What follows belongs to an exercise in optimizing a design on an open flow for small area; a production flow would make more cautious choices. RTL that was checked went through simulation tests only; none was proved equivalent to the original. Power and IR drop assume default switching activity.

## before
## xmodem_checksum_receiver
module xmodem_checksum_receiver
#(
   parameter int unsigned FLASH_BLOCK_BYTES = 1024
) (
   input  logic        clock,
   input  logic        reset,
   input  logic        req_tvalid,
   output logic        req_tready,
   input  logic [15:0] req_tdata,
   input  logic [1:0]  req_tuser,
   output logic        rsp_tvalid,
   input  logic        rsp_tready,
   output logic [47:0] rsp_tdata,
   output logic [3:0]  rsp_tuser,
   output logic        rsp_tlast,
   input  logic        csr_psel,
   input  logic        csr_penable,
   input  logic        csr_pwrite,
   input  logic [3:0]  csr_paddr,
   input  logic [31:0] csr_pwdata,
   output logic [31:0] csr_prdata,
   output logic        csr_pready
);
Size in the first run: ~1,000 cells after synthesis, ~150 I/O pins, roughly 0.0091 mm2 of cells after synthesis.
Settings: LEC_CHECK=0, CAP_MARGIN=20, CORE_MARGIN=2, CORE_UTILIZATION=40, CTS_BUF_LIST=sky130_fd_sc_hd__clkbuf_8, CTS_CLUSTER_DIAMETER=100, CTS_CLUSTER_SIZE=30, SLEW_MARGIN=20; clock period 7.0 ns.
run.sh (not shown) runs the stock make flow with config.mk's settings and CLKGATE_MAP_FILE= SYNTH_SCRIPT=/design/flow/synth_recipe.tcl, a recipe that flattens the netlist after the stock synthesis.
Setup changes, before to after
diff --git a/flow/design.v b/flow/design.v
--- a/flow/design.v
+++ b/flow/design.v
@@ -234,24 +234,24 @@
       end
       if (op_byte) begin
          pos_ff <= is_block ? pos_ff + 8'd1 : 8'hFE;
       end
       if (op_start) begin
          flag_ff <= 1'b1;
       end else if (op_byte && is_block && hdr_pos) begin
-         flag_ff <= (rx == (nb_ff ^ {8{pos_ff[0]}})) && (flag_ff || !pos_ff[0]);
+         flag_ff <= pos_ff[0] ? (flag_ff && acc_sum == 8'd0) : (rx == nb_ff);
       end else if ((op_byte && is_block && csum_pos) || (op_tick && expire && is_block) || (op_write && is_write)) begin
          flag_ff <= 1'b0;
       end
       if (op_start || (op_byte && is_block && csum_pos) || (op_tick && expire && is_block)
           || (op_write && is_write)) begin
          acc_ff <= retry_limit_ff;
       end else if (op_byte && is_wait) begin
-         acc_ff <= 8'd0;
-      end else if ((op_byte && is_block && !pos_ff[7]) || (op_tick && expire && is_wait)) begin
+         acc_ff <= 8'd1;
+      end else if ((op_byte && is_block && !csum_pos) || (op_tick && expire && is_wait)) begin
          acc_ff <= acc_sum;
       end
       if (op_start || op_byte || is_write || (op_tick && expire)) begin
          tick_ff <= 16'd1;
       end else if (op_tick) begin
          tick_ff <= tick_ff + 16'd1;
       end
==> notes.md <==
- after — number of tap cells inserted about 1.8% lower, before as reference
- Across both runs, worst endpoint data arrival time was lower for after than for before.
- Going from before to after, combined area of the multi-input logic cells decreased by about 2.3% relative to the old numbers, post-detailed-placement half-perimeter wirelength decreased by about 2.8% relative to the old numbers, total global-route track usage decreased by 0.28 points relative to the old numbers, count of clock-buffer cells in the layout decreased by 3 relative to the old numbers, via count normalized by instance count increased by about 0.8% relative to the old numbers.
- after does better than before on design area.
- Wire: after routes less than before
- Diff before -> after | number of non-filler instances in the completed layout | decrease of 48
No functional check of the RTL was part of after.

xmodem_checksum_receiver, a different RTL version from the one above (not shown whole).
Size in the first run: ~930 cells after synthesis, roughly 150 I/O pins.
export LEC_CHECK = 0
export CAP_MARGIN = 20
export CORE_MARGIN = 2
export CORE_UTILIZATION = 40
export SLEW_MARGIN = 20
create_clock -name core_clock -period 7.0 [get_ports {clock}]
standard.sh (not shown) runs the stock make flow with config.mk's settings and CLKGATE_MAP_FILE= SYNTH_SCRIPT=/design/flow/synth_recipe.tcl, a recipe that flattens the netlist after the stock synthesis.
==> flow/flow/run.sh <==
#!/bin/bash
# Own flow: the standard layout (standard.sh) with
#  - an area-oriented ABC mapping in synthesis (flow/synth.tcl, flow/area.abc);
#  - the smallest buffer cell (buf_1) as the port buffer of every input and
#    output port;
#  - one tie cell per constant value instead of one per constant output;
#  - a clock tree built from clkbuf_8 without dummy loads.
# make's output goes to standard.log in the work folder; ORFS keeps each
# step's full log under orfs/logs/.
set -euo pipefail
W=$(pwd)
export MY_ABC_SCRIPT=$W/flow/area.abc
CTS="-sink_clustering_enable -repair_clock_nets -sink_clustering_size 30 -sink_clustering_max_diameter 100 -buf_list sky130_fd_sc_hd__clkbuf_8 -dont_use_dummy_load"
bash standard.sh SYNTH_SCRIPT=$W/flow/synth.tcl "CTS_ARGS=$CTS" \
  "BUFFER_PORTS_ARGS=-buffer_cell sky130_fd_sc_hd__buf_1" SKIP_REPAIR_TIE_FANOUT=1 finish > $W/standard.log 2>&1
==> flow/flow/area.abc <==
strash
dch -f
amap
==> flow/flow/synth.tcl <==
# The standard synthesis script (synth_recipe.tcl), with one change: the
# ABC call that maps the combinational logic uses the script named by
# MY_ABC_SCRIPT (area-oriented mapping). Everything before ABC, including
# flip-flop mapping and naming, is the standard synthesis.
proc synth {args} { yosys synth -nofsm -noshare {*}$args }
proc abc {args} {
  set i [lsearch -exact $args -script]
  if {$i >= 0 && [info exists ::env(MY_ABC_SCRIPT)]} {
    lset args [expr {$i + 1}] $::env(MY_ABC_SCRIPT)
  }
  yosys abc {*}$args
}
source $::env(SCRIPTS_DIR)/synth.tcl
# left out here: clear keep_hierarchy, flatten, clean up, hide names made inside functions, write 1_2_yosys.v
The first run finished clean.
Then changed:
--- a/flow/design.v
+++ b/flow/design.v
@@ -152,13 +152,37 @@
    assign op_write   = fire && (req_tuser == OP_WRITE);
    assign limit_zero = (retry_limit_ff == 8'd0);
    assign hdr_pos    = pos_ff[7] && pos_ff[6] && !pos_ff[4] && !pos_ff[1] && !pos_ff[0];
    assign csum_pos   = !pos_ff[6] && pos_ff[5] && pos_ff[4] && pos_ff[3] && !pos_ff[1] && pos_ff[0];
    assign ok_block   = flag_ff && (rx == acc_ff);
    assign wa_lo      = nb_ff[2:0] - 3'd1;
-   assign acc_sum    = acc_ff + (rx | {8{is_wait}});
+   logic [7:0] acc_op;
+   assign acc_op = rx | {8{is_wait}};
+   always_comb begin
+      logic c;
+      c = 1'b0;
+      for (int i = 0; i < 8; i++) begin
+         acc_sum[i] = acc_ff[i] ^ acc_op[i] ^ c;
+         c = (acc_ff[i] & acc_op[i]) | (c & (acc_ff[i] ^ acc_op[i]));
+      end
+   end
+   logic [15:0] tick_inc;
+   logic [7:0]  nb_inc;
+   logic [9:0]  wa_inc;
+   logic [6:0]  idx_inc;
+   always_comb begin
+      logic c;
+      c = 1'b1;
+      for (int i = 0; i < 16; i++) begin tick_inc[i] = tick_ff[i] ^ c; c = c & tick_ff[i]; end
+      c = 1'b1;
+      for (int i = 0; i < 8; i++) begin nb_inc[i] = nb_ff[i] ^ c; c = c & nb_ff[i]; end
+      c = (nb_ff[2:0] == 3'd0);
+      for (int i = 0; i < 10; i++) begin wa_inc[i] = wa_ff[i] ^ c; c = c & wa_ff[i]; end
+      c = 1'b1;
+      for (int i = 0; i < 7; i++) begin idx_inc[i] = idx_ff[i] ^ c; c = c & idx_ff[i]; end
+   end
    assign wsel = is_wait ? preamble_wait_ff : byte_wait_ff;
    always_comb begin
       gec[0] = 1'b1;
       for (int i = 0; i < 16; i++) begin
          gec[i+1] = (tick_ff[i] & ~wsel[i]) | ((tick_ff[i] | ~wsel[i]) & gec[i]);
       end
@@ -250,28 +274,28 @@
       end else if ((op_byte && is_block && !csum_pos) || (op_tick && expire && is_wait)) begin
          acc_ff <= acc_sum;
       end
       if (op_start || op_byte || is_write || (op_tick && expire)) begin
          tick_ff <= 16'd1;
       end else if (op_tick) begin
-         tick_ff <= tick_ff + 16'd1;
+         tick_ff <= tick_inc;
       end
       if (op_start) begin
          nb_ff <= 8'd1;
          wa_ff <= base_address_ff[19:10];
       end else if (op_write && is_write && req_tdata[8]) begin
-         nb_ff <= nb_ff + 8'd1;
-         wa_ff <= wa_ff + {9'd0, (nb_ff[2:0] == 3'd0)};
+         nb_ff <= nb_inc;
+         wa_ff <= wa_inc;
       end
       if (op_byte && is_block && csum_pos) begin
          ca_ff <= wa_ff[9:5];
       end
    end
    logic [1:0] kind_ff [3];
    logic [7:0] pay_ff  [3];
-   logic [2:0] rd_ff, wr_ff;     
+   logic [1:0] rd_ff, wr_ff;     
    logic [2:0] cnt_ff;           
    logic       half_ff;
    logic [6:0] idx_ff;
    logic [7:0] pay_in;
    logic       pop, pop_ev, pair;
    logic [1:0] hkind;
@@ -287,40 +311,40 @@
       end else if (ev_kind[1]) begin
          pay_in[1:0] = ev_code;
       end
    end
    always_ff @(posedge clock) begin
       for (int i = 0; i < 3; i++) begin
-         if (push && wr_ff[i]) begin
+         if (push && wr_ff == 2'(i)) begin
             kind_ff[i] <= ev_kind;
             pay_ff[i]  <= pay_in;
          end
       end
    end
    always_comb begin
       hkind = 2'b00;
       hp    = 8'd0;
       for (int i = 0; i < 3; i++) begin
-         hkind = hkind | (kind_ff[i] & {2{rd_ff[i]}});
-         hp    = hp    | (pay_ff[i]  & {8{rd_ff[i]}});
+         hkind = hkind | (kind_ff[i] & {2{rd_ff == 2'(i)}});
+         hp    = hp    | (pay_ff[i]  & {8{rd_ff == 2'(i)}});
       end
    end
    assign pair   = (hkind == E_PAIR);
    assign pop_ev = pop && !(pair && !half_ff);
    always_ff @(posedge clock) begin
       if (reset) begin
          cnt_ff  <= 3'd0;
          half_ff <= 1'b0;
-         rd_ff   <= 3'b001;
-         wr_ff   <= 3'b001;
+         rd_ff   <= 2'd0;
+         wr_ff   <= 2'd0;
       end else begin
          cnt_ff <= cnt_ff + {1'b0, push && (ev_kind == E_PAIR), push && (ev_kind != E_PAIR)}
                    - {2'd0, pop};
          if (pop) half_ff <= !pop_ev;
-         if (pop_ev) rd_ff <= {rd_ff[1:0], rd_ff[2]};
-         if (push) wr_ff <= {wr_ff[1:0], wr_ff[2]};
+         if (pop_ev) rd_ff <= rd_ff[1] ? 2'd0 : rd_ff + 2'd1;
+         if (push) wr_ff <= wr_ff[1] ? 2'd0 : wr_ff + 2'd1;
       end
    end
    logic w_data, w_commit, w_nak, w_ack, w_to, w_comms, w_canpf, w_ok, w_more;
    always_comb begin
       w_data   = (hkind == E_DATA);
       w_commit = (hkind == E_COMMIT);
@@ -331,13 +355,13 @@
       w_to     = (hkind == E_SINGLE && hp[1:0] == 2'b10) || (pair && half_ff && (hp[1] == hp[0]));
       w_ok     = pair && half_ff &&  hp[1] && !hp[0];
       w_canpf  = pair && half_ff && !hp[1] &&  hp[0];
    end
    always_ff @(posedge clock) begin
       if (pop) begin
-         idx_ff <= w_data ? idx_ff + 7'd1 : 7'd0;
+         idx_ff <= w_data ? idx_inc : 7'd0;
       end
    end
    assign rsp_tdata = {3'd0,
                        w_comms | w_canpf, w_to | w_canpf,            
                        w_commit ? {ca_ff, hp} : 13'd0, 7'd0,         
                        w_data ? idx_ff : 7'd0,                       
Effect: The changed run completed without violations. Via count falls by a few percent. Count of clock-buffer cells in the layout does not change. Register-to-register slack got worse by 0.06 ns. Worst setup slack got worse by 0.057 ns. Routed wire length grows slightly. Global-route usage grows by 0.10 points. Synthesized cell count fell by a few percent. Power is higher by a few percent. Synthesized area fell slightly. Sequential share of layout area is lower by 0.19 points. Sequential cell count goes down by 2. Cell count fell by a few percent.

## separate check: timing with driven ports
Ports are ideal in the flow. The routed layouts listed here were re-timed in OpenROAD.
Step 1, drivers: a clkbuf_16 drives clock and a buf_2 each remaining input, both assumed.
Step 2 adds t to the input delays and takes it off the output delays; t is the mean of the earliest and latest rising clock arrival at the registers after step 1. Input paths then give back, and output paths get back, about the clock's delay inside the block.
a / b / c = no drivers / after step 1 / after step 2; a / b = the first two.
run	shift t [ns]	setup slack, ns	worst setup path at the end	worst slew at a driven data input, ns
before	0.479	1.909 / 1.886 / 1.744	input to register	0.05
after	0.493	2.005 / 1.983 / 1.550	input to register	0.05
the first run of note 2	0.478	0.909 / 0.909 / 0.909	register to register	0.05
the second run of note 2	0.472	0.852 / 0.852 / 0.852	register to register	0.05
After both steps every run listed still meets setup and hold. The setup slack of after, which loses most, moves by -0.022 ns with the drivers and by -0.455 ns with both steps.
